What follows belongs to an exercise in optimizing a design on an open flow for small area; a production flow would make more cautious choices.
RTL that was checked went through simulation tests only; none was proved equivalent to the original.

==> flow/design.v <==
package mw_pkg;
    typedef logic [32-1:0] addr_t;
    typedef logic [32-1:0] word_t;
    typedef logic [31:0]               bytes_t;
    typedef logic [31:0]               words_t;
    typedef logic [8:0]                beats_t;    
    typedef logic [7:0]                axlen_t;
    localparam int BYTES_PER_WORD = 32 / 8;
    localparam logic [2:0] AXI_AWSIZE = 3'($clog2(BYTES_PER_WORD));
    localparam logic [1:0] AXI_AWBURST_INCR = 2'b01;
    localparam logic [BYTES_PER_WORD-1:0] AXI_WSTRB_ALL = '1;
    typedef struct packed {
        addr_t  base_addr;
        addr_t  high_addr;     
        bytes_t portion_size;
    } mem_cfg_t;
    typedef struct packed {
        addr_t  awaddr;
        axlen_t awlen;
    } aw_beat_t;
    typedef struct packed {
        word_t wdata;
        logic  wlast;
    } w_beat_t;
    typedef struct packed {
        words_t fifo_words;
        words_t remain_words;
        addr_t  cur_addr;
    } plan_in_t;
    typedef enum logic [2:0] {
        IDLE,
        WAIT_DATA,
        PLAN,
        WRITE,
        WAIT_B
    } engine_state_e;
endpackage
`timescale 1ns/10ps
module mw_aoi222 (
    input  logic [2:0] s,
    input  logic [2:0] d,
    output logic       y
);
    assign y = ~|(s & d);
endmodule
`timescale 1ns/10ps
module memory_writer (
    input  logic                                CLK,
    input  logic                                RESET,
    input  mw_pkg::word_t                       s_tdata,
    input  logic                                s_tvalid,
    output logic                                s_tready,
    output mw_pkg::aw_beat_t                    aw,
    output logic                                awvalid,
    input  logic                                awready,
    output logic [2:0]                          awsize,
    output logic [1:0]                          awburst,
    output mw_pkg::w_beat_t                     w,
    output logic                                wvalid,
    input  logic                                wready,
    output logic [mw_pkg::BYTES_PER_WORD-1:0]   wstrb,
    input  logic                                bvalid,
    output logic                                bready,
    input  mw_pkg::mem_cfg_t                    cfg,
    input  logic                                run,
    input  logic                                stop,
    output logic                                status,
    output logic                                done,
    output mw_pkg::bytes_t                      transmitted_bytes,
    output mw_pkg::addr_t                       current_address
);
    logic [31:0][31:0] q;
    logic [5:0]        cm1;
    logic              push;
    logic              pop;
    logic              flush;
    logic              full;
    logic [31:0]       sel;
    logic [10:0]       nterm [0:31];
    mw_pkg::word_t     rd_word;
    for (genvar b = 0; b < 32; b++) begin : g_bit
        for (genvar g = 0; g < 10; g++) begin : g_grp
            mw_aoi222 aoi_i (
                .s ({sel[3*g+2], sel[3*g+1], sel[3*g]}),
                .d ({q[3*g+2][b], q[3*g+1][b], q[3*g][b]}),
                .y (nterm[b][g])
            );
        end
        assign nterm[b][10] = ~((sel[31] & q[31][b]) | (sel[30] & q[30][b]));
    end
    always_comb begin
        full     = (cm1 == 6'd31);
        s_tready = status && !full;
        push     = s_tvalid && s_tready;
        for (int i = 0; i < 32; i++) begin
            sel[i] = (cm1[4:0] == 5'(i));
        end
        for (int b = 0; b < 32; b++) begin
            rd_word[b] = ~&nterm[b];
        end
    end
    always_ff @(posedge CLK) begin
        if (push) begin
            q <= {q[30:0], s_tdata};
        end
    end
    always_ff @(posedge CLK) begin
        if (RESET || flush) begin
            cm1 <= 6'h3F;
        end else if (push && !pop) begin
            cm1 <= cm1 + 1'b1;
        end else if (pop && !push) begin
            cm1 <= cm1 - 1'b1;
        end
    end
    localparam logic [2:0] S_IDLE  = 3'd0;
    localparam logic [2:0] S_WAIT  = 3'd1;
    localparam logic [2:0] S_P1    = 3'd2;
    localparam logic [2:0] S_P2    = 3'd3;
    localparam logic [2:0] S_P3    = 3'd4;
    localparam logic [2:0] S_WRITE = 3'd5;
    localparam logic [2:0] S_WAITB = 3'd6;
    logic [2:0]  state;
    logic [29:0] next_w;       
    logic [29:0] awaddr_w;     
    logic [29:0] tx_w;         
    logic [29:0] cur_w;        
    logic [3:0]  len_m1;       
    logic [3:0]  fill_m1;      
    logic [3:0]  beat_cnt;
    logic [6:0]  accum_timer;
    logic        stop_seen;
    logic        accum_done;
    logic        burst_due;
    logic        w_hs;
    logic        b_hs;
    logic        wlast;
    logic [4:0]  rem_lo;       
    logic        rem_small;    
    logic [4:0]  high_lo;      
    logic        high_small;   
    logic [3:0]  r_m1;
    logic [3:0]  p_m1;
    logic [3:0]  h_m1;
    logic [3:0]  min_a;
    logic [3:0]  min_b;
    logic [3:0]  plan_m1;
    logic        in_ring;
    logic [29:0] run_w;
    logic        last_burst;
    logic        wraps;
    logic [29:0] tx_sum;
    logic [29:0] next_sum;
    function automatic logic sum_hi_zero(input logic [29:0] a, input logic [29:0] b,
                                         input logic c4);
        logic z;
        z = ((a[4] ^ b[4]) == c4);
        for (int i = 5; i < 30; i++) begin
            z = z & ((a[i] ^ b[i]) == (a[i-1] | b[i-1]));
        end
        sum_hi_zero = z;
    endfunction
    function automatic logic [29:0] bump30(input logic [29:0] a, input logic [3:0] n);
        logic [4:0] lo;
        logic       c;
        logic       cb;
        lo = {1'b0, a[3:0]} + {1'b0, n} + 5'd1;
        bump30[3:0] = lo[3:0];
        cb = lo[4];
        for (int k = 4; k < 30; k += 4) begin
            c = cb;
            for (int i = k; i < k + 4 && i < 30; i++) begin
                bump30[i] = a[i] ^ c;
                c         = c & a[i];
            end
            cb = cb & ((k + 4 <= 30) ? &a[k +: 4] : &a[29:28]);
        end
    endfunction
    function automatic logic ge30(input logic [29:0] a, input logic [29:0] b);
        logic c;
        c = 1'b1;
        for (int i = 0; i < 30; i++) begin
            c = (a[i] & ~b[i]) | (c & (a[i] | ~b[i]));
        end
        ge30 = c;
    endfunction
    always_comb begin
        status     = (state != S_IDLE);
        wvalid     = (state == S_WRITE);
        bready     = (state == S_WAITB);
        w_hs       = wvalid && wready;
        b_hs       = bvalid && bready;
        pop        = w_hs;
        flush      = run && (state == S_IDLE);
        wlast      = (beat_cnt == len_m1);
        accum_done = accum_timer[6];
        burst_due  = !cm1[5] && (cm1[4] || accum_done);
        rem_lo     = {1'b0, cfg.portion_size[5:2]} + {1'b0, ~tx_w[3:0]}
                   + 5'(|cfg.portion_size[1:0]);
        rem_small  = sum_hi_zero(cfg.portion_size[31:2], ~tx_w, rem_lo[4]);
        r_m1       = rem_small ? rem_lo[3:0] : 4'hF;
        high_lo    = {1'b0, cfg.high_addr[5:2]} + {1'b0, ~next_w[3:0]};
        high_small = sum_hi_zero(cfg.high_addr[31:2], ~next_w, high_lo[4]);
        h_m1       = high_small ? high_lo[3:0] : 4'hF;
        p_m1       = (next_w[9:4] == 6'h3F) ? ~next_w[3:0] : 4'hF;
        min_a      = (fill_m1 < r_m1) ? fill_m1 : r_m1;
        min_b      = (p_m1 < h_m1) ? p_m1 : h_m1;
        plan_m1    = (min_a < min_b) ? min_a : min_b;
        in_ring    = ge30(next_w, cfg.base_addr[31:2]) && !ge30(next_w, cfg.high_addr[31:2]);
        run_w      = in_ring ? next_w : cfg.base_addr[31:2];
        last_burst = rem_small && (rem_lo[3:0] == len_m1);
        wraps      = high_small && (high_lo[3:0] == len_m1);
        tx_sum     = bump30(tx_w, len_m1);
        next_sum   = bump30(next_w, len_m1);
    end
    assign awsize            = mw_pkg::AXI_AWSIZE;
    assign awburst           = mw_pkg::AXI_AWBURST_INCR;
    assign wstrb             = mw_pkg::AXI_WSTRB_ALL;     
    assign aw                = {awaddr_w, 2'b00, 4'h0, len_m1};
    assign w                 = {rd_word, wlast};
    assign transmitted_bytes = {tx_w, 2'b00};
    assign current_address   = {cur_w, 2'b00};
    always_ff @(posedge CLK) begin
        if (RESET || push || state != S_WAIT || cm1[5]) begin
            accum_timer <= '0;
        end else if (!accum_done) begin
            accum_timer <= accum_timer + 1'b1;
        end
    end
    always_ff @(posedge CLK) begin
        if (state == S_WAIT) begin
            fill_m1 <= cm1[4] ? 4'hF : cm1[3:0];
        end
        if (state == S_P3) begin
            len_m1   <= plan_m1;
            awaddr_w <= next_w;
        end
    end
    always_ff @(posedge CLK) begin
        if (RESET) begin
            state     <= S_IDLE;
            done      <= 1'b0;
            awvalid   <= 1'b0;
            stop_seen <= 1'b0;
            beat_cnt  <= '0;
            next_w    <= '0;
            tx_w      <= '0;
            cur_w     <= '0;
        end else begin
            done <= 1'b0;
            if (awvalid && awready) begin
                awvalid <= 1'b0;
            end
            if (stop && state != S_IDLE) begin
                stop_seen <= 1'b1;     
            end
            case (state)
                S_IDLE: begin
                    if (run) begin
                        state     <= S_WAIT;
                        stop_seen <= 1'b0;
                        next_w    <= run_w;
                        cur_w     <= run_w;
                        tx_w      <= '0;
                    end
                end
                S_WAIT: begin
                    if (stop || stop_seen) begin
                        state <= S_IDLE;     
                    end else if (burst_due) begin
                        state <= S_P1;
                    end
                end
                S_P1: state <= S_P2;
                S_P2: state <= S_P3;
                S_P3: begin
                    awvalid  <= 1'b1;
                    beat_cnt <= '0;
                    state    <= S_WRITE;
                end
                S_WRITE: begin
                    if (w_hs) begin
                        beat_cnt <= beat_cnt + 1'b1;
                        if (wlast) begin
                            state <= S_WAITB;
                        end
                    end
                end
                S_WAITB: begin
                    if (b_hs) begin
                        tx_w   <= tx_sum[29:0];
                        next_w <= wraps ? cfg.base_addr[31:2] : next_sum[29:0];
                        if (last_burst) begin
                            state <= S_IDLE;
                            done  <= 1'b1;
                        end else if (stop_seen || stop) begin
                            state <= S_IDLE;
                        end else begin
                            state <= S_WAIT;
                        end
                    end
                end
                default: state <= S_IDLE;
            endcase
        end
    end
endmodule
clock: 6.0 ns
lec_check: 0
cap_margin: 20
core_margin: 2
core_utilization: 40
cts_cluster_diameter: 100
cts_cluster_size: 30
slew_margin: 20
synth_hierarchical: 1
synth_minimum_keep_size: 0
standard.sh (not shown) runs the stock make flow with config.mk's settings and CLKGATE_MAP_FILE= SYNTH_SCRIPT=/design/flow/synth_recipe.tcl, a recipe that flattens the netlist after the stock synthesis.
==> flow/flow/run.sh <==
#!/bin/bash
# The standard layout (standard.sh) with two changes:
#  - port buffers use the smallest buffer cell instead of clkdlybuf4s50_1;
#  - clock tree synthesis inserts no dummy loads.
set -euo pipefail
cd "$(dirname "$0")/.."
export BUFFER_PORTS_ARGS="-buffer_cell sky130_fd_sc_hd__buf_1"
export CTS_ARGS="-sink_clustering_enable -repair_clock_nets -dont_use_dummy_load -sink_clustering_size 30 -sink_clustering_max_diameter 100"
bash standard.sh > standard.log 2>&1
Then changed:
--- a/flow/design.v
+++ b/flow/design.v
@@ -127,7 +127,6 @@
     logic [29:0] cur_w;        
     logic [3:0]  len_m1;       
-    logic [3:0]  fill_m1;      
-    logic [3:0]  beat_cnt;
-    logic [6:0]  accum_timer;
+    logic [6:0]  cnt;
+    logic [3:0]  fill_m1;
     logic        stop_seen;
     logic        accum_done;
@@ -193,6 +192,7 @@
         pop        = w_hs;
         flush      = run && (state == S_IDLE);
-        wlast      = (beat_cnt == len_m1);
-        accum_done = accum_timer[6];
+        wlast      = (cnt[3:0] == len_m1);
+        accum_done = cnt[6];
+        fill_m1    = cm1[4] ? 4'hF : cm1[3:0];
         burst_due  = !cm1[5] && (cm1[4] || accum_done);
         rem_lo     = {1'b0, cfg.portion_size[5:2]} + {1'b0, ~tx_w[3:0]}
@@ -222,16 +222,30 @@
     assign current_address   = {cur_w, 2'b00};
     always_ff @(posedge CLK) begin
-        if (RESET || push || state != S_WAIT || cm1[5]) begin
-            accum_timer <= '0;
-        end else if (!accum_done) begin
-            accum_timer <= accum_timer + 1'b1;
+        if (RESET) begin
+            cnt <= '0;
+        end else begin
+            case (state)
+                S_WAIT: begin
+                    if (burst_due) begin
+                        cnt <= {3'd0, plan_m1};
+                    end else if (push || cm1[5]) begin
+                        cnt <= '0;
+                    end else if (!accum_done) begin
+                        cnt <= cnt + 1'b1;
+                    end
+                end
+                S_P1, S_P2: ;
+                S_WRITE: begin
+                    if (w_hs) begin
+                        cnt <= cnt + 1'b1;
+                    end
+                end
+                default: cnt <= '0;
+            endcase
         end
     end
     always_ff @(posedge CLK) begin
-        if (state == S_WAIT) begin
-            fill_m1 <= cm1[4] ? 4'hF : cm1[3:0];
-        end
         if (state == S_P3) begin
-            len_m1   <= plan_m1;
+            len_m1   <= cnt[3:0];
             awaddr_w <= next_w;
         end
@@ -243,5 +257,4 @@
             awvalid   <= 1'b0;
             stop_seen <= 1'b0;
-            beat_cnt  <= '0;
             next_w    <= '0;
             tx_w      <= '0;
@@ -276,10 +289,8 @@
                 S_P3: begin
                     awvalid  <= 1'b1;
-                    beat_cnt <= '0;
                     state    <= S_WRITE;
                 end
                 S_WRITE: begin
                     if (w_hs) begin
-                        beat_cnt <= beat_cnt + 1'b1;
                         if (wlast) begin
                             state <= S_WAITB;
Result:
- setup slack is worse by 0.24 ns
- via count rises by a few percent
- register-to-register slack got worse by 0.64 ns
- clock skew hardly moves
- utilization goes up by 0.24 points
- worst hold slack is worse by 0.042 ns
- synthesized cell count came out higher by a few percent
Function not checked in the second run of this note: the RTL went through the layout flow alone.

[port drivers added, routing unchanged]
The results above use ideal ports. As a check the final layouts listed here were re-extracted and re-timed, cells and wires unchanged.
Step 1 sets driving cells, clkbuf_16 on the clock port and buf_2 on the other inputs (assumed; they add their load-dependent delay and slew).
Step 2 moves the port delays by t, midway between the first and last clock arrival at a register: inputs arrive t later, outputs are due t later. That takes back most of the time a late clock gives input paths.
Three values: no drivers, after step 1, after step 2; two values: the first two.
run | t, ns | setup WS [ns] | worst hold slack (ns) | worst setup path after step 2
the first run | 0.716 | 0.721 / 0.654 / 0.464 | 0.402 / 0.402 / 0.402 | input to register
the second run | 0.726 | 0.482 / 0.412 / -0.017 | 0.361 / 0.361 / 0.361 | input to register
Met with ideal ports but missed after step 2: setup timing in the second run. For the second run, which loses most, drivers alone change the setup slack by -0.070 ns; drivers and shift together by -0.499 ns.
